This is an optimization exercise on Yosys and OpenROAD, whose aim is small area, a short achievable clock period and few clock cycles per item, not a production implementation. At most, simulation tests tie the RTL to the original design; equivalence was not proved. The RTL of runs 1 and 2 was laid out without a check of its function.

==> flow/design.v, too long to show whole: its modules and the start of the top module <==
// module window_fetch: 73 lines
// module conv_fa: 10 lines
// module conv_mac_k0: 293 lines
// module conv_mac_k1: 291 lines
// module max_pool: 20 lines
// module layer_ctrl: 125 lines
// module conv_top: 77 lines
module conv_top
#(
    parameter int IMG_BITS = 6    
) (
    input  wire               clk,
    input  wire               rst,
    input  wire               ready,
    input  conv_pkg::pix_t         idata,
    input  conv_pkg::pix_t         cdata_rd,
    output logic              busy,
    output logic              cwr,
    output logic              crd,
    output logic [conv_pkg::ADDR_W-1:0] iaddr,
    output logic [conv_pkg::ADDR_W-1:0] caddr_wr,
    output logic [conv_pkg::ADDR_W-1:0] caddr_rd,
    output conv_pkg::pix_t              cdata_wr,
    output logic [2:0]        csel
);
  // ...
==> flow/flow/run.sh <==
#!/bin/bash
# The standard layout (the standard.sh, unchanged synthesis and steps),
# with ORFS's repair_timing asked to reach a setup slack of 8.3 ns.
# The SDC and clock period are the standard flow's own.
set -euo pipefail
bash standard.sh SETUP_SLACK_MARGIN=8.3 finish > standard_run.log 2>&1
==> flow/standard.sh <==
#!/bin/bash
# synth_recipe.tcl (not shown) runs the flow's synth.tcl, then flattens the netlist and writes it again
# the make line also repeats each setting of config.mk as NAME=value (left out here)
make -C /OpenROAD-flow-scripts/flow DESIGN_CONFIG=/design/flow/config.mk WORK_HOME=/design/flow/orfs CLKGATE_MAP_FILE= SYNTH_SCRIPT=/design/flow/synth_recipe.tcl "${@:-finish}"
==> flow/config.mk <==
export PLATFORM = sky130hd
export DESIGN_NAME = conv_top
export DESIGN_NICKNAME = conv_top
export VERILOG_FILES = /design/flow/design.v
export SDC_FILE = /design/flow/constraint.sdc
export NUM_CORES = 4
export LEC_CHECK = 0
export CAP_MARGIN = 20
export CORE_MARGIN = 2
export CORE_UTILIZATION = 55
export CTS_CLUSTER_DIAMETER = 50
export CTS_CLUSTER_SIZE = 10
export SLEW_MARGIN = 20
export SYNTH_HIERARCHICAL = 1
export SYNTH_MINIMUM_KEEP_SIZE = 0
==> flow/constraint.sdc <==
create_clock -name core_clock -period 12.5 [get_ports {clk}]
set_input_delay 2.5000 -clock core_clock [delete_from_list [all_inputs] [get_ports {clk}]]
set_output_delay 2.5000 -clock core_clock [all_outputs]
set_load 0.01 [all_outputs]
==> parameters.txt, run 1 <==
Parameter                              Value

Run status
  Run status    complete, no violations

Flow run
  Max Cap Violations    0

Detailed routing
  Wire length reported by the detailed router    about 120000 um
  Number of DRC markers in iteration 0    1574

Setup path
  Critical path peak fanout    9
  Sum of buffers and inverters on the critical path    4
  R2r endpoint    u_mac_k1_top.acc_c[8]
  Gate family responsible for the most delay along the worst path    adder cells
  Worst Setup End Kind    flop

Global routing
  Routing usage on met3    6.15%
  Pin count of the biggest net entering global routing    just under 90
  Most Used Layer, Global Route    met2
  First-pass GRT wire length    approximately 180000 um
  GRT overflow    0

Floorplanning
  Well tap count    about 1.1k
  Floorplan Core Area    83400 um2
  Effective utilization at floorplan    55.3%

Cells and area
  Register fraction of the total cell area    ~28%
  Leading cell type in the layout, fill and taps excluded    fa_1
  NumNets Final    between 4k and 5k
  Area-dominant class    multi-input combinational cells
  Buffers excl. clock    approximately 270
  Fraction of layout cells with a size suffix above 1    a little over a fifth
  Sequential standard cell area    15000 um2
  Non-clock buffering overhead in the final layout    5.80%

Logic synthesis
  Area share of xor/xnor cells in the synthesized design    under 10%
  Top area cells in the synthesized netlist    fa_1 37%, dfxtp_1 25%, edfxtp_1 7.6%
  Synth Area in Simple Gates    roughly 8%

Clocking
  Master cell of the clock root buffer    clkbuf_16
  Inserted Clock Buffers    95

Timing
  Final clock period utilization by the worst path    between 30 and 40%
  Fmax    0.231 GHz

Place
  Worst Setup Slack post-DPL    between 7000 and 8000 ps
==> inputs of run 2 (changes only) <==
==> flow/flow/run.sh (replaced) <==
#!/bin/bash
# The standard layout (the standard.sh, unchanged synthesis and steps),
# with ORFS's repair_timing asked to reach a setup slack of 7.8 ns.
# The SDC and clock period are the standard flow's own.
set -euo pipefail
bash standard.sh SETUP_SLACK_MARGIN=7.8 finish > standard_run.log 2>&1
==> run 2 against run 1 <==
Still clean on timing, DRC and antenna. Non-clock buffer count down 136. Routed wire length shrank 7.2%. Setup slack worse by 250 ps. Cell count fell by 2.8%. Die area did not move. Register-to-register slack got worse by 250 ps. First-iteration DRC count is 7.9% higher. Largest cell class unchanged. Highest routed layer unchanged.
==> parameters.txt, run 2 <==
Parameter                              Value

Setup path
  Capturing element of the worst setup path    u_mac_k0_bot.acc_c[13] (was u_mac_k1_top.acc_c[8])
  WS Path Type    flop to flop (unchanged)
  Startpoint of the worst register-to-register path    u_window_fetch.gr (unchanged)
  Critical path peak fanout    22 (was 9)
  Required time of the critical path    13020 ps (was 13060 ps)
  Critical path, cell by cell    buf_8 > nor2b_4 > buf_4 > inv_1 > ha_1 > fa_1 > fa_1 > inv_1 > fa_1 > inv_1 > fa_1 > fa_1 (was buf_12 > clkinvlp_4 > buf_4 > a21o_1 > buf_12 > fa_2 > fa_1 > fa_2 > fa_2 > fa_2 > fa_2)
  Launch point of the critical path    u_window_fetch.gr (unchanged)
  Most frequent CP cell    fa_1 (was fa_2)
  Crit path DAT    5110 ps (was 4890 ps)
  Slack of the worst reg-to-reg path    7920 ps (was 8170 ps)
  Worst Setup End Kind    flop (unchanged)
  Startpoint type of the worst setup path    flop (unchanged)
  R2r endpoint    u_mac_k0_bot.acc_c[13] (was u_mac_k1_top.acc_c[8])
  Register-to-Register Path Depth    12 (was 11)
  Gate family responsible for the most delay along the worst path    adder cells (unchanged)
  Crit path largest cell delay    560 ps (was 580 ps)
  Critical path's slowest cell    fa_1 (was fa_2)
  Sum of buffers and inverters on the critical path    5 (was 4)
  Logic depth of the worst path, buffers included    12 (was 11)

Cells and area
  Top library cells by usage in the layout, fill and taps aside    862 x fa_1, 548 x dfxtp_1, 386 x inv_1 (was 705 x fa_1, 549 x dfxtp_1, 354 x inv_1)
  NumNets Final    4770 (was 4907)
  Number of flip-flops under the largest register name    240 (unchanged)
  Register with the most flip-flops    u_window_fetch.win (unchanged)
  Leading cell type in the layout, fill and taps excluded    fa_1 (unchanged)
  Util after Layout    61.1% (was 63.9%)
  Number of standard cells in the final layout excluding fillers    4848 (was 4987)
  Layout overhead on the synthesized area    10.5% (was 15.5%)
  Fraction of layout cells with a size suffix above 1    13.6% (was 21.6%)
  Fin area    51000 um2 (was 53300 um2)

Global routing
  Number of antenna violations at the first check in global routing    1 (unchanged)
  Pin count of the biggest net entering global routing    104 (was 87)
  Number of global-route vias before repair    30.4k (was 30.7k)
  GRT overflow    0 (unchanged)
  First-pass GRT wire length    174000 um (was 181000 um)
  Total global routing track utilization    26.9% (was 28.3%)

Detailed routing
  Total length of routed met3 wires    6330 um (was 7480 um)
  Vias per cell    5.55 (was 5.52)
  Detailed-routing wirelength on met1    45200 um (was 47600 um)
  Met2 Routed Length    54800 um (was 59000 um)
  Wire length per cell after detailed routing    22.7 um (was 23.8 um)
  Number of DRC markers in iteration 0    1699 (was 1574)
  Highest Signal Layer    met4 (unchanged)
  Antenna-violating nets left    0 (unchanged)
  DR vias    26.9k (was 27.5k)
  Wire length reported by the detailed router    110000 um (was 119000 um)
  DRC violations left    0 (unchanged)
  Pre-antenna DRT Iters    5 (unchanged)

Logic synthesis
  Yosys cell types    84 (unchanged)
  Total of warnings raised by yosys    12 (unchanged)
  Mean cell area of the mapped netlist    12.8 um2 (unchanged)
  Sequential share of the synthesized area    32.5% (unchanged)
  Mapped Area    46100 um2 (unchanged)
  Most numerous cell in the Yosys netlist    fa_1 (unchanged)
  Main synth FF type    dfxtp_1 (unchanged)
  Number of flops mapped to enable cells by yosys    117 (unchanged)
  Synth Instances    3616 (unchanged)
  Synthesized flop and latch total    689 (unchanged)
  Top area cells in the synthesized netlist    fa_1 37%, dfxtp_1 25%, edfxtp_1 7.6% (unchanged)
  Commonest cells post-synth    862 x fa_1, 569 x dfxtp_1, 387 x inv_1 (unchanged)
  Share of the synthesized area in the top cell type    37.4% (unchanged)
  Leading area contributor after synthesis    fa_1 (unchanged)
  Async SR Flop Fraction    0.435% (unchanged)

Place
  Number of placed cells counting well taps    4687 (unchanged)
  Buffers added on ports    71 (unchanged)
  Final HPWL from detailed placement    77700 um (was 79900 um)
  Final GP Congestion    0.862 (was 0.865)
  Standard cell area after detailed placement    47800 um2 (was 48000 um2)

Timing
  Fmax    0.218 GHz (was 0.231 GHz)
  Min Hold Slack    342 ps (was 330 ps)
  Setup repair after global routing missed its margin    false (was true)
  Final Hold Violating Endpoints    0 (unchanged)
  Final clock period utilization by the worst path    36.7% (was 34.7%)
  Total negative slack for setup checks    0 ps (unchanged)
  Max-slew violation count    0 (unchanged)
  Total of endpoints with negative setup slack in the final report    0 (unchanged)
  Min Tclk post-route    4580 ps (was 4330 ps)
  Relative slew slack    32.1% (was 30.4%)
  Worst clock skew    45.0 ps (was 52.6 ps)
  Worst Max-Slew Pin Slew    1020 ps (was 1040 ps)

Clocking
  Cts-stage hold buffer count    0 (unchanged)
  Inserted Clock Buffers    94 (was 95)
  Later-pin clock latency in the skew report    680 ps (about the same)
  Maximum buffer depth of the clock tree    3 (unchanged)
  Clk sink count    689 (unchanged)
  Number of H-tree levels    3 (unchanged)
  Master cell of the clock root buffer    clkbuf_16 (unchanged)
  TritonCTS clock tree    yes (unchanged)
  Register clock-pin slew on the reported worst setup and hold paths    50 ps (was 60 ps)

Floorplanning
  Site Rows    106 (unchanged)
  Vert. Die Dim    294 um (unchanged)
  Effective utilization at floorplan    55.3% (unchanged)
  Floorplan Core Area    83400 um2 (unchanged)
  Die area    86200 um2 (unchanged)
  Count of pins on the block boundary    105 (unchanged)
  Die width    294 um (unchanged)

Flow run
  Max Cap Violations    0 (unchanged)

Run status
  Run status    complete, no violations (unchanged)

Min path
  Worst min-delay path category    flop to flop (unchanged)
-- run 2: cell counts after synthesis --
No cell type changed its count.
-- run 2: modules after synthesis, one instance, submodules excluded, a selection --
module        flops+latches  area [um2]
window_fetch            315       10200
layer_ctrl               78        3980
conv_mac_k0              64        3390
conv_mac_k1              64        3180
max_pool                 40        1900
conv_fa                   0        20.0
-- run 2: layout make-up --
type | instances | area (um2)
well taps | 1080 | 1350
flip-flops and latches | 689 | 15000
inverters | 388 | 1460
clock inverters | 36 | 598
multi-input cells | 2397 | 28900
diodes | 1 | 2.50
repair buffers | 138 | 1250
clock buffers | 119 | 2490
fillers | 6685 | 32400
-- run 2: repair_timing --
| item | 4_1_cts | 5_1_grt |
|---|---|---|
| pin swaps | 0 | 0 |
| resized for setup | 3 | 9 |
| buffers inserted | 5 | 0 |
| setup endpoints to repair | 64 | 52 |
-- run 2: worst min-delay path by stage --
stage                                startpoint                     to  slack (ps)  cells past startpoint
final                      u_window_fetch.x1[2]   u_window_fetch.x2[2]         340                      0
after global routing       u_window_fetch.x1[0]   u_window_fetch.x2[0]         340                      0
after CTS                  u_window_fetch.x1[0]   u_window_fetch.x2[0]         340                      0
after detailed placement  u_window_fetch.x1[14]  u_window_fetch.x2[14]         340                      0
after global placement    u_window_fetch.x1[19]  u_window_fetch.x2[19]         340                      0
after floorplan            u_window_fetch.x1[0]   u_window_fetch.x2[0]         330                      0
-- run 2: kinds of logic after synthesis --
logic type	Yosys count	synth area share (%)
XOR/XNOR	75	1.42
adder cells (fa/ha/maj)	1019	41.7
flip-flops	689	32.5
buffers and inverters	552	5.39
other	5	0.0407
AO/OA/AOI/OAI	434	6.46
AND/OR/NAND/NOR	654	8.04
multiplexers	188	4.52
-- run 2: routing by layer --
metal,up-vias,global-route usage (%)
met5,-,0
met4,0,9.43
met3,187,4.91
met2,757,45.4
met1,14000,35.1
li1,12000,-
-- run 2: worst reg2reg max path: cells and delay by family, from the launching register on --
family / cells / cell delay [ps]
and+or+nand+nor: 1 / 130
buffers and inverters: 5 / 1230
adders and majority gates: 6 / 2670
DFF: 1 / 400
-- run 2: through the flow --
step	setup slack (ps)
2_1_floorplan	7810
3_3_place_gp	7520
3_5_place_dp	7500
4_1_cts	7760
5_1_grt	7800
6_report	7920
==> module window_fetch, before the edit <==
module window_fetch (
    input  wire               clk,
    input  wire [4:0]         ph,        
    input  wire [11:0]        h,         
    input  conv_pkg::pix_t    idata,
    output logic [conv_pkg::ADDR_W-1:0] iaddr,
    output logic [47:0]       nb         
);
    logic [4:0]  rb;
    logic [5:0]  cc;
    logic [4:0]  row_hi;
    logic        row_lo;
    logic        pad_d, pad_q;
    logic [19:0] u;
    logic [19:0] x1, x2, x3;
    logic [19:0] win [0:2][0:3];     
    assign rb = h[10:6];
    assign cc = h[5:0];
    always_comb begin
        row_hi = rb;
        row_lo = 1'b0;
        if (ph[0]) begin row_hi = rb - 5'd1; row_lo = 1'b1; end
        if (ph[2]) row_lo = 1'b1;
        if (ph[3]) row_hi = rb + 5'd1;
    end
    assign pad_d = (ph[0] && rb == 5'd0) || (ph[3] && rb == 5'd31);
    always_ff @(posedge clk) begin
        iaddr <= {row_hi, row_lo, cc};
        pad_q <= pad_d;
    end
    assign u = pad_q ? 20'h80000 : {~idata[19], idata[18:0]};
    always_ff @(posedge clk) begin
        x1 <= u;
        x2 <= x1;
        x3 <= x2;
    end
    function automatic logic [19:0] rot(input logic [19:0] v);
        rot = {v[3:0], v[19:4]};
    endfunction
    logic gl_n, gr_n;
    assign gl_n = (cc == 6'd1);    
    assign gr_n = (cc == 6'd0);    
    always_ff @(posedge clk) begin
        for (int i = 0; i < 4; i++) begin
            if (ph[4]) begin
                win[0][i] <= gl_n ? 20'h80000 : rot(win[1][i]);
                win[1][i] <= rot(win[2][i]);
            end else begin
                win[0][i] <= rot(win[0][i]);
                win[1][i] <= rot(win[1][i]);
                win[2][i] <= rot(win[2][i]);
            end
        end
        if (ph[4]) begin
            win[2][0] <= x3;
            win[2][1] <= x2;
            win[2][2] <= x1;
            win[2][3] <= u;
        end
    end
    logic gr, g8;
    always_ff @(posedge clk) begin
        if (ph[4]) gr <= gr_n;
        g8 <= ph[4] ? 1'b0 : (ph[3] && gr);
    end
    always_comb begin
        for (int i = 0; i < 4; i++) begin
            nb[4*(3*i+0) +: 4] = win[0][i][3:0];
            nb[4*(3*i+1) +: 4] = win[1][i][3:0];
            nb[4*(3*i+2) +: 4] = {win[2][i][3] & ~gr | g8, win[2][i][2:0] & ~{3{gr}}};
        end
    end
endmodule
==> module layer_ctrl, before the edit <==
module layer_ctrl (
    input  wire               clk,
    input  wire               rst,
    input  wire               ready,
    input  wire  [19:0]       r0,
    input  wire  [19:0]       r1,
    input  wire  [19:0]       r2,
    input  wire  [19:0]       r3,
    input  wire  [19:0]       m0,
    input  wire  [19:0]       m1,
    output logic [4:0]        ph,
    output logic [11:0]       h,
    output logic              pool_upd,     
    output logic              pool_kern,
    output logic              pool_first,
    output logic [19:0]       rq,
    output logic              busy,
    output logic              cwr,
    output logic              crd,
    output logic [conv_pkg::ADDR_W-1:0] caddr_wr,
    output logic [conv_pkg::ADDR_W-1:0] caddr_rd,
    output conv_pkg::pix_t              cdata_wr,
    output logic [2:0]        csel
);
    logic        run;
    logic [12:0] sw;         
    logic        last;
    assign last = (h == 12'd2051) && ph[2];
    always_ff @(posedge clk or posedge rst) begin
        if (rst) begin
            run  <= 1'b0;
            busy <= 1'b0;
        end else if (!run) begin
            if (ready) begin
                run  <= 1'b1;
                busy <= 1'b1;
            end
        end else if (last) begin
            run  <= 1'b0;
            busy <= 1'b0;
        end
    end
    logic [4:0]  ph_d;
    logic [12:0] sw_d;
    assign ph_d = run ? {ph[3:0], ph[4]} : 5'b00001;
    assign sw_d = !run ? -13'sd4 : (ph[0] ? sw + 13'd1 : sw);
    always_ff @(posedge clk) begin
        ph <= ph_d;
        sw <= sw_d;
        if (!run)       h <= '0;
        else if (ph[4]) h <= h + 12'd1;
    end
    logic        vr;         
    logic        vp;         
    logic        even_d;
    logic [1:0]  q_d;        
    logic        res_d, p0_d, p1_d;
    assign vr     = sw_d[12:11] == 2'b00;
    assign vp     = !sw_d[12] && (sw_d != 13'd0);
    assign even_d = ~sw_d[0];
    always_comb begin
        res_d = 1'b0;
        p0_d  = 1'b0;
        p1_d  = 1'b0;
        q_d   = 2'd0;
        if (even_d) begin
            case (1'b1)
                ph_d[1]: p1_d = vp;
                ph_d[2]: begin res_d = vr; q_d = 2'd0; end
                ph_d[3]: begin res_d = vr; q_d = 2'd1; end
                ph_d[4]: begin res_d = vr; q_d = 2'd2; end
                default: begin res_d = vr; q_d = 2'd3; end
            endcase
        end else begin
            case (1'b1)
                ph_d[1]: begin res_d = vr; q_d = 2'd0; end
                ph_d[2]: begin res_d = vr; q_d = 2'd1; end
                ph_d[3]: begin res_d = vr; q_d = 2'd2; end
                ph_d[4]: begin res_d = vr; q_d = 2'd3; end
                default: p0_d = vr;
            endcase
        end
    end
    logic        wr_res, wr_p0, wr_p1, first;
    logic [1:0]  q;
    logic [3:0]  sel;
    always_ff @(posedge clk) begin
        wr_res <= res_d;
        wr_p0  <= p0_d;
        wr_p1  <= p1_d;
        q      <= q_d;
        first  <= even_d && !q_d[1];
        sel    <= {4{res_d}} & (4'b0001 << q_d);
    end
    assign rq = ({20{sel[0]}} & r0) | ({20{sel[1]}} & r1) |
                ({20{sel[2]}} & r2) | ({20{sel[3]}} & r3);
    assign pool_upd   = run && wr_res;
    assign pool_kern  = q[0];
    assign pool_first = first;
    logic [9:0] blk;
    assign blk = {sw[10:6], sw[5:1]};
    always_ff @(posedge clk or posedge rst) begin
        if (rst)
            cwr <= 1'b0;
        else
            cwr <= run && (wr_res || wr_p0 || wr_p1);
    end
    always_ff @(posedge clk) begin
        if (wr_p1) begin
            csel     <= conv_pkg::SEL_L1_K1;
            caddr_wr <= {2'b00, blk - 10'd1};
            cdata_wr <= m1;
        end else if (wr_p0) begin
            csel     <= conv_pkg::SEL_L1_K0;
            caddr_wr <= {2'b00, blk};
            cdata_wr <= m0;
        end else begin
            csel     <= q[0] ? conv_pkg::SEL_L0_K1 : conv_pkg::SEL_L0_K0;
            caddr_wr <= {sw[10:6], q[1], sw[5:0]};
            cdata_wr <= rq;
        end
    end
    assign crd      = 1'b0;
    assign caddr_rd = '0;
endmodule
==> module conv_top, before the edit <==
module conv_top
#(
    parameter int IMG_BITS = 6    
) (
    input  wire               clk,
    input  wire               rst,
    input  wire               ready,
    input  conv_pkg::pix_t         idata,
    input  conv_pkg::pix_t         cdata_rd,
    output logic              busy,
    output logic              cwr,
    output logic              crd,
    output logic [conv_pkg::ADDR_W-1:0] iaddr,
    output logic [conv_pkg::ADDR_W-1:0] caddr_wr,
    output logic [conv_pkg::ADDR_W-1:0] caddr_rd,
    output conv_pkg::pix_t              cdata_wr,
    output logic [2:0]        csel
);
    logic [4:0]  ph;
    logic [11:0] h;
    logic        pool_upd, pool_kern, pool_first;
    logic [19:0] rq;
    logic [47:0] nb;
    logic [35:0] nib_top;
    logic [35:0] nib_bot;
    logic [19:0] r0, r1, r2, r3;
    logic [19:0] m0, m1;
    layer_ctrl u_layer_ctrl (
        .clk      (clk),
        .rst      (rst),
        .ready    (ready),
        .r0       (r0),
        .r1       (r1),
        .r2       (r2),
        .r3       (r3),
        .m0       (m0),
        .m1       (m1),
        .ph       (ph),
        .h        (h),
        .pool_upd   (pool_upd),
        .pool_kern  (pool_kern),
        .pool_first (pool_first),
        .rq         (rq),
        .busy     (busy),
        .cwr      (cwr),
        .crd      (crd),
        .caddr_wr (caddr_wr),
        .caddr_rd (caddr_rd),
        .cdata_wr (cdata_wr),
        .csel     (csel)
    );
    window_fetch u_window_fetch (
        .clk   (clk),
        .ph    (ph),
        .h     (h),
        .idata (idata),
        .iaddr (iaddr),
        .nb    (nb)
    );
    assign nib_top = nb[35:0];
    assign nib_bot = nb[47:12];
    conv_mac_k0 u_mac_k0_top (.clk(clk), .ph(ph), .nib(nib_top), .result(r0));
    conv_mac_k1 u_mac_k1_top (.clk(clk), .ph(ph), .nib(nib_top), .result(r1));
    conv_mac_k0 u_mac_k0_bot (.clk(clk), .ph(ph), .nib(nib_bot), .result(r2));
    conv_mac_k1 u_mac_k1_bot (.clk(clk), .ph(ph), .nib(nib_bot), .result(r3));
    max_pool u_max_pool (
        .clk   (clk),
        .upd   (pool_upd),
        .kern  (pool_kern),
        .first (pool_first),
        .v     (rq),
        .m0    (m0),
        .m1    (m1)
    );
    logic unused_rd;
    assign unused_rd = ^cdata_rd;
endmodule
==> inputs of run 3 (changes only) <==
--- a/flow/design.v
+++ b/flow/design.v
@@ -15,31 +15,28 @@
 module window_fetch (
     input  wire               clk,
     input  wire [4:0]         ph,        
-    input  wire [11:0]        h,         
+    input  wire [5:0]         rb,        
+    input  wire [6:0]         rj,        
     input  conv_pkg::pix_t    idata,
     output logic [conv_pkg::ADDR_W-1:0] iaddr,
     output logic [47:0]       nb         
 );
-    logic [4:0]  rb;
-    logic [5:0]  cc;
     logic [4:0]  row_hi;
     logic        row_lo;
     logic        pad_d, pad_q;
     logic [19:0] u;
     logic [19:0] x1, x2, x3;
     logic [19:0] win [0:2][0:3];     
-    assign rb = h[10:6];
-    assign cc = h[5:0];
     always_comb begin
-        row_hi = rb;
+        row_hi = rb[4:0];
         row_lo = 1'b0;
-        if (ph[0]) begin row_hi = rb - 5'd1; row_lo = 1'b1; end
+        if (ph[0]) begin row_hi = rb[4:0] - 5'd1; row_lo = 1'b1; end
         if (ph[2]) row_lo = 1'b1;
-        if (ph[3]) row_hi = rb + 5'd1;
+        if (ph[3]) row_hi = rb[4:0] + 5'd1;
     end
-    assign pad_d = (ph[0] && rb == 5'd0) || (ph[3] && rb == 5'd31);
+    assign pad_d = rj[6] || (ph[0] && rb == 6'd0) || (ph[3] && rb == 6'd31);
     always_ff @(posedge clk) begin
-        iaddr <= {row_hi, row_lo, cc};
+        iaddr <= {row_hi, row_lo, rj[5:0]};
         pad_q <= pad_d;
     end
     assign u = pad_q ? 20'h80000 : {~idata[19], idata[18:0]};
@@ -51,13 +48,10 @@
     function automatic logic [19:0] rot(input logic [19:0] v);
         rot = {v[3:0], v[19:4]};
     endfunction
-    logic gl_n, gr_n;
-    assign gl_n = (cc == 6'd1);    
-    assign gr_n = (cc == 6'd0);    
     always_ff @(posedge clk) begin
         for (int i = 0; i < 4; i++) begin
             if (ph[4]) begin
-                win[0][i] <= gl_n ? 20'h80000 : rot(win[1][i]);
+                win[0][i] <= rot(win[1][i]);
                 win[1][i] <= rot(win[2][i]);
             end else begin
                 win[0][i] <= rot(win[0][i]);
@@ -72,17 +66,10 @@
             win[2][3] <= u;
         end
     end
-    logic gr, g8;
-    always_ff @(posedge clk) begin
-        if (ph[4]) gr <= gr_n;
-        g8 <= ph[4] ? 1'b0 : (ph[3] && gr);
-    end
     always_comb begin
-        for (int i = 0; i < 4; i++) begin
-            nb[4*(3*i+0) +: 4] = win[0][i][3:0];
-            nb[4*(3*i+1) +: 4] = win[1][i][3:0];
-            nb[4*(3*i+2) +: 4] = {win[2][i][3] & ~gr | g8, win[2][i][2:0] & ~{3{gr}}};
-        end
+        for (int i = 0; i < 4; i++)
+            for (int j = 0; j < 3; j++)
+                nb[4*(3*i+j) +: 4] = win[j][i][3:0];
     end
 endmodule
 `default_nettype wire
@@ -716,7 +703,8 @@
     input  wire  [19:0]       m0,
     input  wire  [19:0]       m1,
     output logic [4:0]        ph,
-    output logic [11:0]       h,
+    output logic [5:0]        rb,           
+    output logic [6:0]        rj,           
     output logic              pool_upd,     
     output logic              pool_kern,
     output logic              pool_first,
@@ -730,9 +718,10 @@
     output logic [2:0]        csel
 );
     logic        run;
-    logic [12:0] sw;         
+    logic [5:0]  wb;
+    logic [6:0]  wj;
     logic        last;
-    assign last = (h == 12'd2051) && ph[2];
+    assign last = (wb == 6'd31) && wj[6] && ph[2];
     always_ff @(posedge clk or posedge rst) begin
         if (rst) begin
             run  <= 1'b0;
@@ -748,23 +737,50 @@
         end
     end
     logic [4:0]  ph_d;
-    logic [12:0] sw_d;
+    logic [5:0]  wb_d;
+    logic [6:0]  wj_d;
     assign ph_d = run ? {ph[3:0], ph[4]} : 5'b00001;
-    assign sw_d = !run ? -13'sd4 : (ph[0] ? sw + 13'd1 : sw);
+    always_comb begin
+        wb_d = wb;
+        wj_d = wj;
+        if (!run) begin
+            wb_d = 6'd63;
+            wj_d = 7'd60;
+        end else if (ph[0]) begin
+            if (wj[6]) begin
+                wj_d = '0;
+                wb_d = wb + 6'd1;
+            end else begin
+                wj_d = wj + 7'd1;
+            end
+        end
+    end
     always_ff @(posedge clk) begin
         ph <= ph_d;
-        sw <= sw_d;
-        if (!run)       h <= '0;
-        else if (ph[4]) h <= h + 12'd1;
+        wb <= wb_d;
+        wj <= wj_d;
+        if (!run) begin
+            rb <= 6'd63;
+            rj <= 7'd64;
+        end else if (ph[4]) begin
+            if (rj[6]) begin
+                rj <= '0;
+                rb <= rb + 6'd1;
+            end else begin
+                rj <= rj + 7'd1;
+            end
+        end
     end
+    logic        vs;         
     logic        vr;         
     logic        vp;         
     logic        even_d;
     logic [1:0]  q_d;        
     logic        res_d, p0_d, p1_d;
-    assign vr     = sw_d[12:11] == 2'b00;
-    assign vp     = !sw_d[12] && (sw_d != 13'd0);
-    assign even_d = ~sw_d[0];
+    assign vs     = !wb_d[5];
+    assign vr     = vs && !wj_d[6];
+    assign vp     = vs && (wj_d != 7'd0);
+    assign even_d = ~wj_d[0];
     always_comb begin
         res_d = 1'b0;
         p0_d  = 1'b0;
@@ -804,8 +820,8 @@
     assign pool_upd   = run && wr_res;
     assign pool_kern  = q[0];
     assign pool_first = first;
-    logic [9:0] blk;
-    assign blk = {sw[10:6], sw[5:1]};
+    logic [4:0] bc1;         
+    assign bc1 = wj[5:1] - 5'd1;
     always_ff @(posedge clk or posedge rst) begin
         if (rst)
             cwr <= 1'b0;
@@ -815,15 +831,15 @@
     always_ff @(posedge clk) begin
         if (wr_p1) begin
             csel     <= conv_pkg::SEL_L1_K1;
-            caddr_wr <= {2'b00, blk - 10'd1};
+            caddr_wr <= {2'b00, wb[4:0], bc1};
             cdata_wr <= m1;
         end else if (wr_p0) begin
             csel     <= conv_pkg::SEL_L1_K0;
-            caddr_wr <= {2'b00, blk};
+            caddr_wr <= {2'b00, wb[4:0], wj[5:1]};
             cdata_wr <= m0;
         end else begin
             csel     <= q[0] ? conv_pkg::SEL_L0_K1 : conv_pkg::SEL_L0_K0;
-            caddr_wr <= {sw[10:6], q[1], sw[5:0]};
+            caddr_wr <= {wb[4:0], q[1], wj[5:0]};
             cdata_wr <= rq;
         end
     end
@@ -851,7 +867,8 @@
     output logic [2:0]        csel
 );
     logic [4:0]  ph;
-    logic [11:0] h;
+    logic [5:0]  rb;
+    logic [6:0]  rj;
     logic        pool_upd, pool_kern, pool_first;
     logic [19:0] rq;
     logic [47:0] nb;
@@ -870,7 +887,8 @@
         .m0       (m0),
         .m1       (m1),
         .ph       (ph),
-        .h        (h),
+        .rb       (rb),
+        .rj       (rj),
         .pool_upd   (pool_upd),
         .pool_kern  (pool_kern),
         .pool_first (pool_first),
@@ -886,7 +904,8 @@
     window_fetch u_window_fetch (
         .clk   (clk),
         .ph    (ph),
-        .h     (h),
+        .rb    (rb),
+        .rj    (rj),
         .idata (idata),
         .iaddr (iaddr),
         .nb    (nb)
==> flow/flow/run.sh (replaced) <==
#!/bin/bash
# The standard layout (the standard.sh, unchanged synthesis and steps),
# with ORFS's repair_timing asked to reach a setup slack of 8.7 ns.
# The SDC and clock period are the standard flow's own.
set -euo pipefail
bash standard.sh SETUP_SLACK_MARGIN=8.7 finish > standard_run.log 2>&1
==> run 3 against run 2 <==
Still clean on timing, DRC and antenna. Routed wire length grew 11%. Register-to-register slack gained 800 ps. Non-clock buffer count grew 270. Final area grew 6.1%. Critical endpoint is now u_mac_k0_bot.acc_c[0]. Highest routed layer unchanged.
==> parameters.txt, run 3 <==
Parameter                              Value

Cells and area
  Top library cells by usage in the layout, fill and taps aside    815 x fa_1, 529 x dfxtp_1, 281 x inv_1 (was 862 x fa_1, 548 x dfxtp_1, 386 x inv_1)
  Number of flip-flops under the largest register name    240 (unchanged)
  Multi-input combinational cell area    28800 um2 (was 28900 um2)
  Final-layout fill cell count    6065 (was 6685)
  Fraction of layout cells with a size suffix above 1    25.3% (was 13.6%)
  Antenna cell count    0 (was 1)
  Fin area    54100 um2 (was 51000 um2)
  Layout overhead on the synthesized area    18.8% (was 10.5%)
  Leading cell type in the layout, fill and taps excluded    fa_1 (unchanged)
  Number of standard cells in the final layout excluding fillers    4904 (was 4848)
  Sequential standard cell area    15100 um2 (was 15000 um2)
  Register with the most flip-flops    u_window_fetch.win (unchanged)
  NumNets Final    4840 (was 4770)

Timing
  Total negative slack for setup checks    0 ps (unchanged)
  Min Tclk post-route    3790 ps (was 4580 ps)
  Relative slew slack    31.4% (was 32.1%)
  Total of endpoints with negative setup slack in the final report    0 (unchanged)
  Final clock period utilization by the worst path    30.3% (was 36.7%)
  Final Hold Violating Endpoints    0 (unchanged)
  Setup repair after global routing missed its margin    true (was false)
  Worst Max-Slew Pin Slew    1030 ps (was 1020 ps)
  Fmax    0.264 GHz (was 0.218 GHz)
  Worst clock skew    69.7 ps (was 45.0 ps)
  Max-slew violation count    0 (unchanged)

Logic synthesis
  Leading area contributor after synthesis    fa_1 (unchanged)
  Main synth FF type    dfxtp_1 (unchanged)
  Most numerous cell in the Yosys netlist    fa_1 (unchanged)
  Synthesized flop and latch total    688 (was 689)
  Mean cell area of the mapped netlist    13.4 um2 (was 12.8 um2)
  Sequential share of the synthesized area    32.8% (was 32.5%)
  Yosys cell types    82 (was 84)
  Async SR Flop Fraction    0.436% (was 0.435%)
  Synth Instances    3404 (was 3616)
  Top area cells in the synthesized netlist    fa_1 38%, dfxtp_1 25%, edfxtp_1 7.7% (was fa_1 37%, dfxtp_1 25%, edfxtp_1 7.6%)
  Total of warnings raised by yosys    12 (unchanged)
  Share of the synthesized area in the top cell type    37.9% (was 37.4%)
  Number of flops mapped to enable cells by yosys    116 (was 117)
  Mapped Area    45500 um2 (was 46100 um2)
  Commonest cells post-synth    862 x fa_1, 569 x dfxtp_1, 311 x inv_1 (was 862 x fa_1, 569 x dfxtp_1, 387 x inv_1)

Floorplanning
  Site Rows    105 (was 106)
  Count of pins on the block boundary    105 (unchanged)
  Effective utilization at floorplan    55.5% (was 55.3%)
  Vert. Die Dim    292 um (was 294 um)
  Die width    292 um (was 294 um)
  Die area    85100 um2 (was 86200 um2)
  Floorplan Core Area    82000 um2 (was 83400 um2)

Detailed routing
  Wire length per cell after detailed routing    24.9 um (was 22.7 um)
  Pre-antenna DRT Iters    5 (unchanged)
  Vias per cell    5.61 (was 5.55)
  Wire length reported by the detailed router    122000 um (was 110000 um)
  DR vias    27.5k (was 26.9k)
  Antenna-violating nets left    0 (unchanged)
  DRC violations left    0 (unchanged)
  Number of DRC markers in iteration 0    1892 (was 1699)

Setup path
  Crit path largest cell delay    560 ps (about the same)
  Slack of the worst reg-to-reg path    8710 ps (was 7920 ps)
  Startpoint type of the worst setup path    flop (unchanged)
  Most frequent CP cell    fa_1 (unchanged)
  Worst Setup End Kind    flop (unchanged)
  WS Path Type    flop to flop (unchanged)
  Critical path peak fanout    7 (was 22)
  R2r endpoint    u_mac_k0_bot.acc_c[0] (was u_mac_k0_bot.acc_c[13])
  Register-to-Register Path Depth    8 (was 12)
  Critical path's slowest cell    fa_2 (was fa_1)
  Crit path DAT    4310 ps (was 5110 ps)
  Critical path, cell by cell    buf_12 > buf_4 > fa_2 > fa_1 > fa_1 > fa_1 > fa_1 > fa_1 (was buf_8 > nor2b_4 > buf_4 > inv_1 > ha_1 > fa_1 > fa_1 > inv_1 > fa_1 > inv_1 > fa_1 > fa_1)
  Startpoint of the worst register-to-register path    u_window_fetch.win[5][2] (was u_window_fetch.gr)
  Required time of the critical path    13020 ps (about the same)

Global routing
  Pin count of the biggest net entering global routing    173 (was 104)
  Number of antenna violations at the first check in global routing    1 (unchanged)
  First-pass GRT wire length    182000 um (was 174000 um)
  Total global routing track utilization    29.0% (was 26.9%)
  Number of global-route vias before repair    30.4k (about the same)
  GRT overflow    0 (unchanged)

Place
  Final GP Congestion    0.852 (was 0.862)
  Number of placed cells counting well taps    4468 (was 4687)
  Standard cell area after detailed placement    47200 um2 (was 47800 um2)
  Final HPWL from detailed placement    75200 um (was 77700 um)
  Buffers added on ports    71 (unchanged)

Run status
  Run status    complete, no violations (unchanged)

Clocking
  Maximum buffer depth of the clock tree    3 (unchanged)
  Inserted Clock Buffers    95 (was 94)
  Register clock-pin slew on the reported worst setup and hold paths    50 ps (about the same)
  Number of H-tree levels    3 (unchanged)
  Master cell of the clock root buffer    clkbuf_16 (unchanged)
  Later-pin clock latency in the skew report    680 ps (about the same)
  TritonCTS clock tree    yes (unchanged)
  Clk sink count    688 (was 689)

Min path
  Worst Hold Endpoint    u_window_fetch.x2[4] (was u_window_fetch.x2[2])
  Hold path cells    0 (unchanged)
  Worst min-delay path category    flop to flop (unchanged)
  Min-delay src    u_window_fetch.x1[4] (was u_window_fetch.x1[2])

Flow run
  Max Cap Violations    0 (unchanged)
==> run 3: cell types whose count changed in the layout (fill, tap and decap cells not counted), sizes merged, moves of 19 or more <==
cell,previous run,this run
buf,66,319
nand2,177,92
mux2,163,247
o22ai,77,2
inv,395,324
clkdlybuf4s50,71,22
dlygate4sd2,0,44
xnor2,40,20
nor2b,159,140
==> run 3: per-stage QoR <==
step	hold slack, ps	utilization [%]	worst slack (ps)
2_1_floorplan	326	-	8660
5_1_grt	356	66.0	8620
4_1_cts	347	63.8	8640
3_5_place_dp	337	57.6	8090
3_3_place_gp	337	57.6	8110
6_report	328	66.0	8710
==> run 3: area by class of cell <==
type / count / area share, %
tap: 1070 / 2.47
inverter: 315 / 2.20
timing repair buffer: 408 / 8.61
clock buffer: 118 / 4.78
clock inverter: 36 / 0.881
multi-input combinational: 2269 / 53.2
sequential: 688 / 27.9
==> run 3: worst max path at each step <==
stage,startpoint,end,slack (ps),depth (start not counted)
2_1_floorplan,u_mac_k1_top.first,u_mac_k1_top.acc_c[6],8660,8
3_3_place_gp,u_window_fetch.win[10][2],u_mac_k0_bot.acc_c[5],8110,9
3_5_place_dp,u_window_fetch.win[10][2],u_mac_k0_bot.acc_c[1],8090,9
4_1_cts,u_window_fetch.win[1][2],u_mac_k1_bot.acc_c[2],8640,9
5_1_grt,u_mac_k0_bot.nib_s[0],u_mac_k0_bot.result[18],8620,13
6_report,u_window_fetch.win[5][2],u_mac_k0_bot.acc_c[0],8710,8
==> run 3: layer usage <==
| layer | routed length (um) | part of all wire (%) | vias to the layer above | track usage [%] |
|---|---|---|---|---|
| met5 | 0 | 0 | - | 0 |
| met4 | 6290 | 5.2 | 0 | 12.4 |
| met3 | 9330 | 7.7 | 303 | 5.96 |
| met2 | 58300 | 48 | 1051 | 47.8 |
| met1 | 48000 | 39 | 14300 | 37.5 |
| li1 | - | - | 11900 | - |
==> run 3: cell families after synthesis <==
kind of cell	count (synthesis)	share of synthesized area, %
multiplexers	269	6.59
flip-flops	688	32.8
AO/OA/AOI/OAI	353	5.41
XOR/XNOR	59	1.13
adder cells (fa/ha/maj)	1020	42.2
buffers and inverters	469	4.73
other	5	0.0412
AND/OR/NAND/NOR	541	7.02
==> run 3: timing repair <==
item                                    in CTS  in global routing
pin swaps                                   35                170
gates resized for setup                    207                128
endpoints found under the setup margin     235                131
hold buffers                                 0                  0
cloned                                      16                  7
buffers inserted                           111                148
endpoints found under the hold margin        0                  0
==> run 3: worst max-delay path, delay by kind of cell (launching register included) <==
| kind | cells | cell delay (ps) |
|---|---|---|
| adders and majority gates | 6 | 2940 |
| DFF | 1 | 360 |
| buffers and inverters | 2 | 320 |
==> run 3: Yosys stat by module (local to each module, per instance), excerpt <==
module,copies in the design,cell area (um2)
window_fetch,1,9790
layer_ctrl,1,3780
conv_mac_k0,2,3390
conv_mac_k1,2,3180
max_pool,1,1900
conv_fa,846,20.0
Testbench counts of run 3, summed over its fixed seeds: cycles 125,028, images 12.
==> inputs of run 4 (changes only) <==
--- a/flow/config.mk
+++ b/flow/config.mk
@@ -8,8 +8,8 @@
 export CAP_MARGIN = 20
 export CORE_MARGIN = 2
 export CORE_UTILIZATION = 55
-export CTS_CLUSTER_DIAMETER = 50
-export CTS_CLUSTER_SIZE = 10
+export CTS_CLUSTER_DIAMETER = 300
+export CTS_CLUSTER_SIZE = 20
 export SLEW_MARGIN = 20
 export SYNTH_HIERARCHICAL = 1
 export SYNTH_MINIMUM_KEEP_SIZE = 0
==> run 4 against run 3 <==
Synthesized cell count unchanged. Global-route usage down 1.3 points. Sequential share of layout area rose by 1.5 points. Critical path type unchanged.
==> parameters.txt, run 4 <==
Parameter                              Value

Run status
  Run status    complete, no violations (unchanged)

Setup path
  Register-to-Register Path Depth    8 (unchanged)
  Critical path, cell by cell    buf_12 > buf_4 > fa_1 > fa_1 > fa_1 > fa_1 > fa_1 > fa_1 (was buf_12 > buf_4 > fa_2 > fa_1 > fa_1 > fa_1 > fa_1 > fa_1)
  Logic depth of the worst path, buffers included    8 (unchanged)
  Crit path largest cell delay    580 ps (was 560 ps)
  Required time of the critical path    13000 ps (was 13020 ps)
  Critical path's slowest cell    fa_1 (was fa_2)
  Crit path DAT    4270 ps (was 4310 ps)
  Critical path peak fanout    8 (was 7)
  Sum of buffers and inverters on the critical path    2 (unchanged)
  Worst Setup End Kind    flop (unchanged)
  Capturing element of the worst setup path    u_mac_k1_top.acc_c[8] (was u_mac_k0_bot.acc_c[0])
  Startpoint type of the worst setup path    flop (unchanged)
  R2r endpoint    u_mac_k1_top.acc_c[8] (was u_mac_k0_bot.acc_c[0])
  WS Path Type    flop to flop (unchanged)
  Most frequent CP cell    fa_1 (unchanged)
  Launch point of the critical path    u_window_fetch.win[4][2] (was u_window_fetch.win[5][2])
  Startpoint of the worst register-to-register path    u_window_fetch.win[4][2] (was u_window_fetch.win[5][2])
  Slack of the worst reg-to-reg path    8730 ps (was 8710 ps)
  Gate family responsible for the most delay along the worst path    adder cells (unchanged)

Timing
  Setup repair after global routing missed its margin    true (unchanged)
  Max-slew violation count    0 (unchanged)
  Relative slew slack    30.3% (was 31.4%)
  Final clock period utilization by the worst path    30.2% (was 30.3%)
  Total negative slack for setup checks    0 ps (unchanged)
  Worst clock skew    27.6 ps (was 69.7 ps)
  Total of endpoints with negative setup slack in the final report    0 (unchanged)
  Worst Max-Slew Pin Slew    1040 ps (was 1030 ps)
  Min Tclk post-route    3770 ps (was 3790 ps)
  Final Hold Violating Endpoints    0 (unchanged)
  Fmax    0.265 GHz (was 0.264 GHz)

Flow run
  Max Cap Violations    0 (unchanged)

Detailed routing
  Number of DRC markers in iteration 0    1949 (was 1892)
  Wire length reported by the detailed router    117000 um (was 122000 um)
  Vias per cell    5.66 (was 5.61)
  Pre-antenna DRT Iters    6 (was 5)
  DR vias    26.9k (was 27.5k)
  Antenna-violating nets left    0 (unchanged)
  DRC violations left    0 (unchanged)
  Wire length per cell after detailed routing    24.8 um (was 24.9 um)

Clocking
  TritonCTS clock tree    yes (unchanged)
  Register clock-pin slew on the reported worst setup and hold paths    100 ps (was 50 ps)
  Maximum buffer depth of the clock tree    3 (unchanged)
  Number of H-tree levels    2 (was 3)
  Later-pin clock latency in the skew report    630 ps (was 680 ps)
  Clk sink count    688 (unchanged)
  Master cell of the clock root buffer    clkbuf_16 (unchanged)
  Cts-stage hold buffer count    0 (unchanged)
  Inserted Clock Buffers    40 (was 95)

Floorplanning
  Vert. Die Dim    292 um (unchanged)
  Floorplan Core Area    82000 um2 (unchanged)
  Effective utilization at floorplan    55.5% (unchanged)
  Site Rows    105 (unchanged)
  Die width    292 um (unchanged)
  Die area    85100 um2 (unchanged)
  Count of pins on the block boundary    105 (unchanged)

Place
  Buffers added on ports    71 (unchanged)
  Final GP Congestion    0.852 (unchanged)
  Final HPWL from detailed placement    75200 um (unchanged)
  Number of placed cells counting well taps    4468 (unchanged)

Logic synthesis
  Number of flops mapped to enable cells by yosys    116 (unchanged)
  Top area cells in the synthesized netlist    fa_1 38%, dfxtp_1 25%, edfxtp_1 7.7% (unchanged)
  Yosys cell types    82 (unchanged)
  Share of the synthesized area in the top cell type    37.9% (unchanged)
  Most numerous cell in the Yosys netlist    fa_1 (unchanged)
  Total of warnings raised by yosys    12 (unchanged)
  Async SR Flop Fraction    0.436% (unchanged)
  Main synth FF type    dfxtp_1 (unchanged)
  Synth Instances    3404 (unchanged)
  Mapped Area    45500 um2 (unchanged)
  Synthesized flop and latch total    688 (unchanged)
  Mean cell area of the mapped netlist    13.4 um2 (unchanged)
  Commonest cells post-synth    862 x fa_1, 569 x dfxtp_1, 311 x inv_1 (unchanged)
  Leading area contributor after synthesis    fa_1 (unchanged)
  Sequential share of the synthesized area    32.8% (unchanged)

Cells and area
  Fraction of layout cells with a size suffix above 1    20.9% (was 25.3%)
  Antenna cell count    0 (unchanged)
  Number of standard cells in the final layout excluding fillers    4744 (was 4904)
  NumNets Final    4719 (was 4840)
  Leading cell type in the layout, fill and taps excluded    fa_1 (unchanged)
  Top library cells by usage in the layout, fill and taps aside    840 x fa_1, 529 x dfxtp_1, 293 x inv_1 (was 815 x fa_1, 529 x dfxtp_1, 281 x inv_1)
  Number of flip-flops under the largest register name    240 (unchanged)
  Layout overhead on the synthesized area    12.7% (was 18.8%)
  Register with the most flip-flops    u_window_fetch.win (unchanged)

Global routing
  Number of global-route vias before repair    29.3k (was 30.4k)
  Total global routing track utilization    27.7% (was 29.0%)
  Pin count of the biggest net entering global routing    173 (unchanged)
  Number of antenna violations at the first check in global routing    1 (unchanged)
  GRT overflow    0 (unchanged)
  First-pass GRT wire length    175000 um (was 182000 um)

Min path
  Worst min-delay path category    flop to flop (unchanged)
-- run 4: cell types whose count changed in the layout (fill, tap and decap cells not counted), moves of 12 or more --
cell       change
inv_1         +12
fa_2          -25
fa_1          +25
buf_4         -46
buf_12        -19
inv_2         -12
clkbuf_16     -56
-- run 4: how the worst min path moves through the flow --
stage / from / to / slack [ps] / depth (start not counted)
2_1_floorplan: u_window_fetch.x1[0] / u_window_fetch.x2[0] / 330 / 0
3_3_place_gp: u_window_fetch.x1[6] / u_window_fetch.x2[6] / 340 / 0
6_report: u_window_fetch.x2[18] / u_window_fetch.x3[18] / 340 / 0
3_5_place_dp: u_window_fetch.x1[6] / u_window_fetch.x2[6] / 340 / 0
5_1_grt: u_window_fetch.x2[18] / u_window_fetch.x3[18] / 350 / 0
4_1_cts: u_window_fetch.x2[18] / u_window_fetch.x3[18] / 340 / 0
-- run 4: final cells by class --
| class | instances | area [um2] |
|---|---|---|
| inverters | 315 | 1190 |
| multi-input cells | 2269 | 28700 |
| flip-flops and latches | 688 | 15100 |
| well taps | 1070 | 1340 |
| fillers | 6340 | 30700 |
| clock buffers | 56 | 1060 |
| repair buffers | 342 | 3860 |
| clock inverters | 4 | 86.3 |
-- run 4: kinds of logic (layout without fill, tap and decap cells) --
| kind of cell | Yosys count | in the layout | synth area share [%] |
|---|---|---|---|
| AOI/OAI and AO/OA | 353 | 353 | 5.41 |
| xor gates and xnor gates | 59 | 59 | 1.13 |
| adders and majority gates | 1020 | 1020 | 42.2 |
| buffers and inverters | 469 | 717 | 4.73 |
| DFF | 688 | 688 | 32.8 |
| muxes | 269 | 269 | 6.59 |
| other | 5 | 27 | 0.0412 |
| and+or+nand+nor | 541 | 541 | 7.02 |
-- run 4: per-stage QoR --
stage | cell area, um2 | util [%] | hold WS [ps] | worst slack [ps]
finish | 51300 | 62.6 | 339 | 8730
global route | 51300 | 62.6 | 348 | 8590
CTS | 49800 | 60.7 | 341 | 8700
detailed placement | 47200 | 57.6 | 337 | 8090
global placement | 47200 | 57.6 | 337 | 8110
floorplan | 45700 | - | 326 | 8660
-- run 4: modules after synthesis, one instance, submodules excluded, excerpt --
module / times used / cells inside
conv_fa: 846 / 1
conv_mac_k0: 2 / 333
conv_mac_k1: 2 / 323
layer_ctrl: 1 / 451
max_pool: 1 / 120
window_fetch: 1 / 675
-- run 4: layer usage --
layer | vias up | share of wire, % | global-route usage (%)
met2 | 971 | 48 | 45.9
met4 | 0 | 3.8 | 9.42
met3 | 223 | 6.7 | 4.99
met5 | - | 0 | 0
li1 | 11600 | - | -
met1 | 14000 | 41 | 37.0
-- run 4: timing repair --
action                     4_1_cts  5_1_grt
gates cloned                     9        9
setup buffers                   76      122
setup endpoints to repair      235      102
pin swaps                        5       99
gates resized for setup        186      102
==> inputs of run 5 (changes only) <==
==> flow/flow/run.sh (replaced) <==
#!/bin/bash
# The standard layout (the standard.sh, unchanged synthesis and steps),
# with ORFS's repair_timing asked to reach a setup slack of 8.6 ns.
# The SDC and clock period are the standard flow's own.
set -euo pipefail
bash standard.sh SETUP_SLACK_MARGIN=8.6 finish > standard_run.log 2>&1
--- a/flow/config.mk
+++ b/flow/config.mk
@@ -8,8 +8,8 @@
 export CAP_MARGIN = 20
 export CORE_MARGIN = 2
 export CORE_UTILIZATION = 55
-export CTS_CLUSTER_DIAMETER = 300
-export CTS_CLUSTER_SIZE = 20
+export CTS_CLUSTER_DIAMETER = 100
+export CTS_CLUSTER_SIZE = 30
 export SLEW_MARGIN = 20
 export SYNTH_HIERARCHICAL = 1
 export SYNTH_MINIMUM_KEEP_SIZE = 0
==> run 5 against run 4 <==
Utilization is 1.1 points lower. Synthesized cell count unchanged. Final area down 1.8%. Critical path depth increased by 2. Register-to-register slack worse by 80 ps. Fmax decreased by 2.1%. Area after synthesis stayed put. Setup slack worse by 79 ps. Largest cell class unchanged.
==> parameters.txt, run 5 <==
Parameter                              Value

Detailed routing
  Antenna-violating nets left    0 (unchanged)
  Wire length per cell after detailed routing    24.5 um (was 24.8 um)
  Vias per cell    5.64 (was 5.66)
  DR vias    26.2k (was 26.9k)
  Number of DRC markers in iteration 0    1930 (was 1949)
  Pre-antenna DRT Iters    5 (was 6)
  DRC violations left    0 (unchanged)
  Wire length reported by the detailed router    114000 um (was 117000 um)

Clocking
  Master cell of the clock root buffer    clkbuf_16 (unchanged)
  Clk sink count    688 (unchanged)
  Inserted Clock Buffers    37 (was 40)
  Later-pin clock latency in the skew report    620 ps (was 630 ps)
  Number of H-tree levels    2 (unchanged)
  TritonCTS clock tree    yes (unchanged)
  Register clock-pin slew on the reported worst setup and hold paths    100 ps (about the same)
  Maximum buffer depth of the clock tree    3 (unchanged)

Cells and area
  Final-layout fill cell count    6503 (was 6340)
  Top library cells by usage in the layout, fill and taps aside    861 x fa_1, 534 x dfxtp_1, 311 x inv_1 (was 840 x fa_1, 529 x dfxtp_1, 293 x inv_1)
  Leading cell type in the layout, fill and taps excluded    fa_1 (unchanged)
  Number of flip-flops under the largest register name    240 (unchanged)
  Util after Layout    61.5% (was 62.6%)
  Fraction of layout cells with a size suffix above 1    17.9% (was 20.9%)
  Antenna cell count    0 (unchanged)
  NumNets Final    4626 (was 4719)
  Layout overhead on the synthesized area    10.7% (was 12.7%)
  Register with the most flip-flops    u_window_fetch.win (unchanged)
  Fin area    50400 um2 (was 51300 um2)

Setup path
  R2r endpoint    u_mac_k1_bot.acc_c[12] (was u_mac_k1_top.acc_c[8])
  Most frequent CP cell    fa_1 (unchanged)
  Required time of the critical path    13010 ps (was 13000 ps)
  Launch point of the critical path    u_window_fetch.win[5][2] (was u_window_fetch.win[4][2])
  Slack of the worst reg-to-reg path    8650 ps (was 8730 ps)
  Register-to-Register Path Depth    10 (was 8)
  Worst Setup End Kind    flop (unchanged)
  Critical path, cell by cell    buf_12 > buf_4 > fa_1 > fa_1 > fa_1 > inv_1 > fa_1 > inv_1 > fa_1 > fa_1 (was buf_12 > buf_4 > fa_1 > fa_1 > fa_1 > fa_1 > fa_1 > fa_1)
  Critical path peak fanout    6 (was 8)
  Crit path largest cell delay    550 ps (was 580 ps)
  Crit path DAT    4360 ps (was 4270 ps)
  Startpoint type of the worst setup path    flop (unchanged)
  Startpoint of the worst register-to-register path    u_window_fetch.win[5][2] (was u_window_fetch.win[4][2])
  Capturing element of the worst setup path    u_mac_k1_bot.acc_c[12] (was u_mac_k1_top.acc_c[8])
  Critical path's slowest cell    fa_1 (unchanged)
  Logic depth of the worst path, buffers included    10 (was 8)
  Sum of buffers and inverters on the critical path    4 (was 2)
  Gate family responsible for the most delay along the worst path    adder cells (unchanged)
  WS Path Type    flop to flop (unchanged)

Global routing
  Pin count of the biggest net entering global routing    91 (was 173)
  GRT overflow    0 (unchanged)
  Number of global-route vias before repair    28.6k (was 29.3k)
  Number of antenna violations at the first check in global routing    1 (unchanged)
  First-pass GRT wire length    167000 um (was 175000 um)
  Total global routing track utilization    26.2% (was 27.7%)

Logic synthesis
  Combinational family with the most area after synthesis    adder cells (unchanged)
  Mean cell area of the mapped netlist    13.4 um2 (unchanged)
  Number of flops mapped to enable cells by yosys    116 (unchanged)
  Leading area contributor after synthesis    fa_1 (unchanged)
  Mapped Area    45500 um2 (unchanged)
  Share of the synthesized area in the top cell type    37.9% (unchanged)
  Main synth FF type    dfxtp_1 (unchanged)
  Async SR Flop Fraction    0.436% (unchanged)
  Yosys cell types    82 (unchanged)
  Fraction of the mapped netlist area in adder cells    42.2% (unchanged)
  Sequential share of the synthesized area    32.8% (unchanged)
  Synth Area in Simple Gates    7.02% (unchanged)
  Multiplexer share of the synthesized area    6.59% (unchanged)
  Synthesized flop and latch total    688 (unchanged)
  Most numerous cell in the Yosys netlist    fa_1 (unchanged)
  Total of warnings raised by yosys    12 (unchanged)
  Area share of xor/xnor cells in the synthesized design    1.13% (unchanged)
  Synth Instances    3404 (unchanged)
  Top area cells in the synthesized netlist    fa_1 38%, dfxtp_1 25%, edfxtp_1 7.7% (unchanged)
  Compound-Gate Fraction of Synth Area    5.41% (unchanged)
  Commonest cells post-synth    862 x fa_1, 569 x dfxtp_1, 311 x inv_1 (unchanged)

Place
  Buffers added on ports    71 (unchanged)
  Standard cell area after detailed placement    47200 um2 (about the same)
  Final HPWL from detailed placement    74700 um (was 75200 um)
  Final GP Congestion    0.861 (was 0.852)

Floorplanning
  Site Rows    105 (unchanged)
  Vert. Die Dim    292 um (unchanged)
  Effective utilization at floorplan    55.5% (unchanged)
  Die width    292 um (unchanged)
  Count of pins on the block boundary    105 (unchanged)
  Floorplan Core Area    82000 um2 (unchanged)
  Die area    85100 um2 (unchanged)

Timing
  Worst Max-Slew Pin Slew    1080 ps (was 1040 ps)
  Fmax    0.260 GHz (was 0.265 GHz)
  Relative slew slack    28.1% (was 30.3%)
  Worst clock skew    46.1 ps (was 27.6 ps)
  Min Tclk post-route    3850 ps (was 3770 ps)
  Total negative slack for setup checks    0 ps (unchanged)
  Final Hold Violating Endpoints    0 (unchanged)
  Total of endpoints with negative setup slack in the final report    0 (unchanged)
  Setup repair after global routing missed its margin    true (unchanged)
  Final clock period utilization by the worst path    30.8% (was 30.2%)
  Max-slew violation count    0 (unchanged)

Flow run
  Max Cap Violations    0 (unchanged)

Run status
  Run status    complete, no violations (unchanged)

Min path
  Worst min-delay path category    flop to flop (unchanged)
-- run 5: changes by cell type in the layout (fill, tap and decap cells not counted), sizes merged --
cell / change
clkinvlp: -2
dlygate4sd2: +1
inv: +14
buf: -92
clkinv: +7
bufbuf: -4
clkdlybuf4s15: -1
clkbuf: -11
-- run 5: Yosys stat by module, one instance, submodules excluded, excerpt --
module	copies in the design	flip-flops and latches
layer_ctrl	1	79
conv_mac_k0	2	64
max_pool	1	40
conv_fa	846	0
window_fetch	1	313
conv_mac_k1	2	64
-- run 5: cells by family (layout without fill, tap and decap cells) --
kind of cell | after synthesis | after routing
xor gates and xnor gates | 59 | 59
muxes | 269 | 269
DFF | 688 | 688
adders and majority gates | 1020 | 1020
and+or+nand+nor | 541 | 541
other | 5 | 27
buffers and inverters | 469 | 629
AOI/OAI and AO/OA | 353 | 353
-- run 5: worst min path at each step --
stage / start / end / slack (ps) / cells past startpoint
CTS: u_window_fetch.x2[11] / u_window_fetch.x3[11] / 360 / 0
global route: u_window_fetch.x2[2] / u_window_fetch.x3[2] / 370 / 0
floorplan: u_window_fetch.x1[0] / u_window_fetch.x2[0] / 330 / 0
finish: u_window_fetch.x2[2] / u_window_fetch.x3[2] / 360 / 0
detailed placement: u_window_fetch.x2[3] / u_window_fetch.x3[3] / 340 / 0
global placement: u_window_fetch.x2[7] / u_window_fetch.x3[7] / 340 / 0
-- run 5: what timing repair did --
| item | in CTS | in global routing |
|---|---|---|
| setup endpoints to repair | 217 | 75 |
| hold endpoints to repair | 0 | 0 |
| cloned | 2 | 15 |
| gates resized for setup | 141 | 57 |
| pin swaps | 2 | 9 |
| buffers inserted | 40 | 66 |
| hold buffers | 0 | 0 |
-- run 5: area by class of cell --
cell class	instances	area [um2]	area share [%]
multi-input combinational	2269	28600	56.7
timing repair buffer	252	2920	5.79
clock inverter	23	357	0.708
clock buffer	39	943	1.87
tap	1070	1340	2.66
inverter	315	1180	2.35
sequential	688	15100	29.9
-- run 5: stage by stage --
step / setup slack, ps / hold slack [ps] / std cells
6_report: 8650 / 357 / 4656
4_1_cts: 8600 / 358 / 4575
3_3_place_gp: 8130 / 341 / 4470
5_1_grt: 8500 / 370 / 4656
2_1_floorplan: 8610 / 326 / 3426
3_5_place_dp: 8110 / 338 / 4471
-- run 5: layer usage --
metal	vias up	GRT usage, %	routed length, um
li1	11500	-	-
met5	-	0	0
met4	0	6.20	3830
met2	880	44.0	55500
met1	13700	36.1	46900
met3	175	4.01	7870
==> inputs of run 6 (changes only) <==
--- a/flow/config.mk
+++ b/flow/config.mk
@@ -8,8 +8,8 @@
 export CAP_MARGIN = 20
 export CORE_MARGIN = 2
 export CORE_UTILIZATION = 55
-export CTS_CLUSTER_DIAMETER = 100
-export CTS_CLUSTER_SIZE = 30
+export CTS_CLUSTER_DIAMETER = 200
+export CTS_CLUSTER_SIZE = 20
 export SLEW_MARGIN = 20
 export SYNTH_HIERARCHICAL = 1
 export SYNTH_MINIMUM_KEEP_SIZE = 0
==> run 6 against run 5 <==
Still clean on timing, DRC and antenna. Sequential cell count stayed put. Hold slack lost 1.8 ps. Die area stayed put. Sequential share of layout area increased by 0.35 points. Critical path type unchanged. Highest routed layer is now met5.
==> parameters.txt, run 6 <==
Parameter                              Value

Logic synthesis
  Number of flops mapped to enable cells by yosys    116 (unchanged)
  Total of warnings raised by yosys    12 (unchanged)
  Commonest cells post-synth    862 x fa_1, 569 x dfxtp_1, 311 x inv_1 (unchanged)
  Synthesized flop and latch total    688 (unchanged)
  Share of the synthesized area in the top cell type    37.9% (unchanged)
  Mapped Area    45500 um2 (unchanged)
  Leading area contributor after synthesis    fa_1 (unchanged)
  Synth Instances    3404 (unchanged)

Timing
  Total of endpoints with negative setup slack in the final report    0 (unchanged)
  Relative slew slack    28.6% (was 28.1%)
  Min Tclk post-route    3820 ps (was 3850 ps)
  Setup repair after global routing missed its margin    true (unchanged)
  Final clock period utilization by the worst path    30.5% (was 30.8%)
  Max-slew violation count    0 (unchanged)

Setup path
  Critical path peak fanout    16 (was 6)
  Startpoint type of the worst setup path    flop (unchanged)
  R2r endpoint    u_mac_k1_top.acc_c[1] (was u_mac_k1_bot.acc_c[12])
  Crit path DAT    4280 ps (was 4360 ps)
  Slack of the worst reg-to-reg path    8680 ps (was 8650 ps)
  WS Path Type    flop to flop (unchanged)
  Capturing element of the worst setup path    u_mac_k1_top.acc_c[1] (was u_mac_k1_bot.acc_c[12])
  Register-to-Register Path Depth    8 (was 10)

Run status
  Run status    complete, no violations (unchanged)

Floorplanning
  Die area    85100 um2 (unchanged)
  Effective utilization at floorplan    55.5% (unchanged)
  Count of pins on the block boundary    105 (unchanged)
  Vert. Die Dim    292 um (unchanged)

Global routing
  Number of global-route vias before repair    28.5k (was 28.6k)
  Pin count of the biggest net entering global routing    91 (unchanged)
  Total global routing track utilization    26.0% (was 26.2%)
  First-pass GRT wire length    166000 um (was 167000 um)

Clocking
  Maximum buffer depth of the clock tree    3 (unchanged)
  TritonCTS clock tree    yes (unchanged)

Detailed routing
  DR vias    25.9k (was 26.2k)
  Pre-antenna DRT Iters    6 (was 5)
  Wire length per cell after detailed routing    24.1 um (was 24.5 um)

Cells and area
  Leading cell type in the layout, fill and taps excluded    fa_1 (unchanged)
  Fraction of layout cells with a size suffix above 1    16.5% (was 17.9%)
  NumNets Final    4592 (was 4626)
  Register with the most flip-flops    u_window_fetch.win (unchanged)
  Antenna cell count    0 (unchanged)
  Top library cells by usage in the layout, fill and taps aside    862 x fa_1, 534 x dfxtp_1, 311 x inv_1 (was 861 x fa_1, 534 x dfxtp_1, 311 x inv_1)
  Number of flip-flops under the largest register name    240 (unchanged)

Place
  Final HPWL from detailed placement    74700 um (unchanged)
## run 6: cell count changes in the layout (fill, tap and decap cells not counted), moves of 4 or more
| cell | delta |
|---|---|
| buf_4 | -26 |
| inv_12 | -5 |
| buf_6 | -4 |
| clkbuf_1 | +13 |
## run 6: repair_timing
action,CTS,global route
pin swaps,2,4
cloned,1,10
buffers inserted,28,47
setup endpoints to repair,222,72
gates resized for setup,131,55
hold endpoints to repair,0,0
## run 6: per-stage QoR
stage / instances / setup slack (ps) / hold WS, ps / util [%] / area (um2)
6_report: 4615 / 8680 / 355 / 60.7 / 49800
5_1_grt: 4615 / 8570 / 359 / 60.7 / 49800
4_1_cts: 4558 / 8600 / 355 / 59.7 / 48900
3_5_place_dp: 4471 / 8110 / 338 / 57.6 / 47200
3_3_place_gp: 4470 / 8130 / 341 / 57.6 / 47200
2_1_floorplan: 3426 / 8610 / 326 / - / 45600
## run 6: cell families (layout without fill, tap and decap cells)
kind of cell | Yosys count | in the layout | synth area share, %
compound gates | 353 | 353 | 5.41
mux | 269 | 269 | 6.59
xor+xnor | 59 | 59 | 1.13
fa+ha+maj | 1020 | 1020 | 42.2
simple gates | 541 | 541 | 7.02
other cells | 5 | 27 | 0.0412
flops | 688 | 688 | 32.8
buf+inv | 469 | 588 | 4.73
## run 6: per-module statistics from Yosys, one instance, submodules excluded, a selection
module / flops+latches / copies in the design / cell area [um2] / cells inside
conv_mac_k0: 64 / 2 / 3390 / 333
conv_mac_k1: 64 / 2 / 3180 / 323
max_pool: 40 / 1 / 1900 / 120
window_fetch: 313 / 1 / 9790 / 675
conv_fa: 0 / 846 / 20.0 / 1
layer_ctrl: 79 / 1 / 3780 / 451
## run 6: layer usage
layer / GRT usage [%] / vias up / part of all wire, %
met2: 43.8 / 806 / 49
met5: 0 / - / 0.0081
met1: 35.6 / 13500 / 41
met4: 6.42 / 2 / 3.1
li1: - / 11400 / -
met3: 3.90 / 148 / 7.0
## run 6: worst min path at each step
stage	to	slack (ps)	depth (start not counted)
2_1_floorplan	u_window_fetch.x2[0]	330	0
3_3_place_gp	u_window_fetch.x3[7]	340	0
3_5_place_dp	u_window_fetch.x3[3]	340	0
4_1_cts	u_window_fetch.x3[2]	350	0
5_1_grt	u_window_fetch.x3[3]	360	0
6_report	u_window_fetch.x3[2]	350	0
## run 6: final cells by class
class                           count  area [um2]  area share [%]
Timing Repair Buffer              215        2490            5.01
Tap cell                         1070        1340            2.69
Inverter                          315        1180            2.37
Clock buffer                       54        1050            2.12
Multi-Input combinational cell   2269       28600            57.4
Sequential cell                   688       15100            30.2
Clock inverter                      4        82.6           0.166
## run 6: worst max-delay path, cell delays in order (launching register included)
cell and delay, ps:
dfxtp_4 630, fa_1 510, fa_1 530, fa_1 550, inv_1 60, fa_1 410, inv_1 80, fa_1 430
fa_1 460

## separate check: timing with driven ports
In the flow no input, the clock included, has a driving cell. The finished layouts below were timed again as built, in two steps. Step 1 (the two cells are an assumption about what drives the block):
set clk [get_ports {clk}]
set_driving_cell -lib_cell sky130_fd_sc_hd__clkbuf_16 $clk
set_driving_cell -lib_cell sky130_fd_sc_hd__buf_2 [delete_from_list [all_inputs] $clk]
Step 2 moves the port delays by t, midway between the first and last clock arrival at a register: inputs arrive t later, outputs are due t later. That takes back most of the time a late clock gives input paths. Three values: no drivers, after step 1, after step 2; two values: the first two.
run	shift t [ns]	slack for setup (ns)	hold WS [ns]
run 1	0.726	8.168 / 8.168 / 8.168	0.330 / 0.330 / 0.330
run 2	0.732	7.917 / 7.917 / 7.917	0.342 / 0.342 / 0.342
run 3	0.719	8.713 / 8.677 / 8.713	0.328 / 0.328 / 0.328
run 4	0.679	8.726 / 8.695 / 8.726	0.339 / 0.339 / 0.339
run 5	0.666	8.647 / 8.647 / 8.647	0.357 / 0.357 / 0.357
run 6	0.657	8.684 / 8.684 / 8.684	0.355 / 0.355 / 0.355
After both steps setup and hold are still met in every run listed.
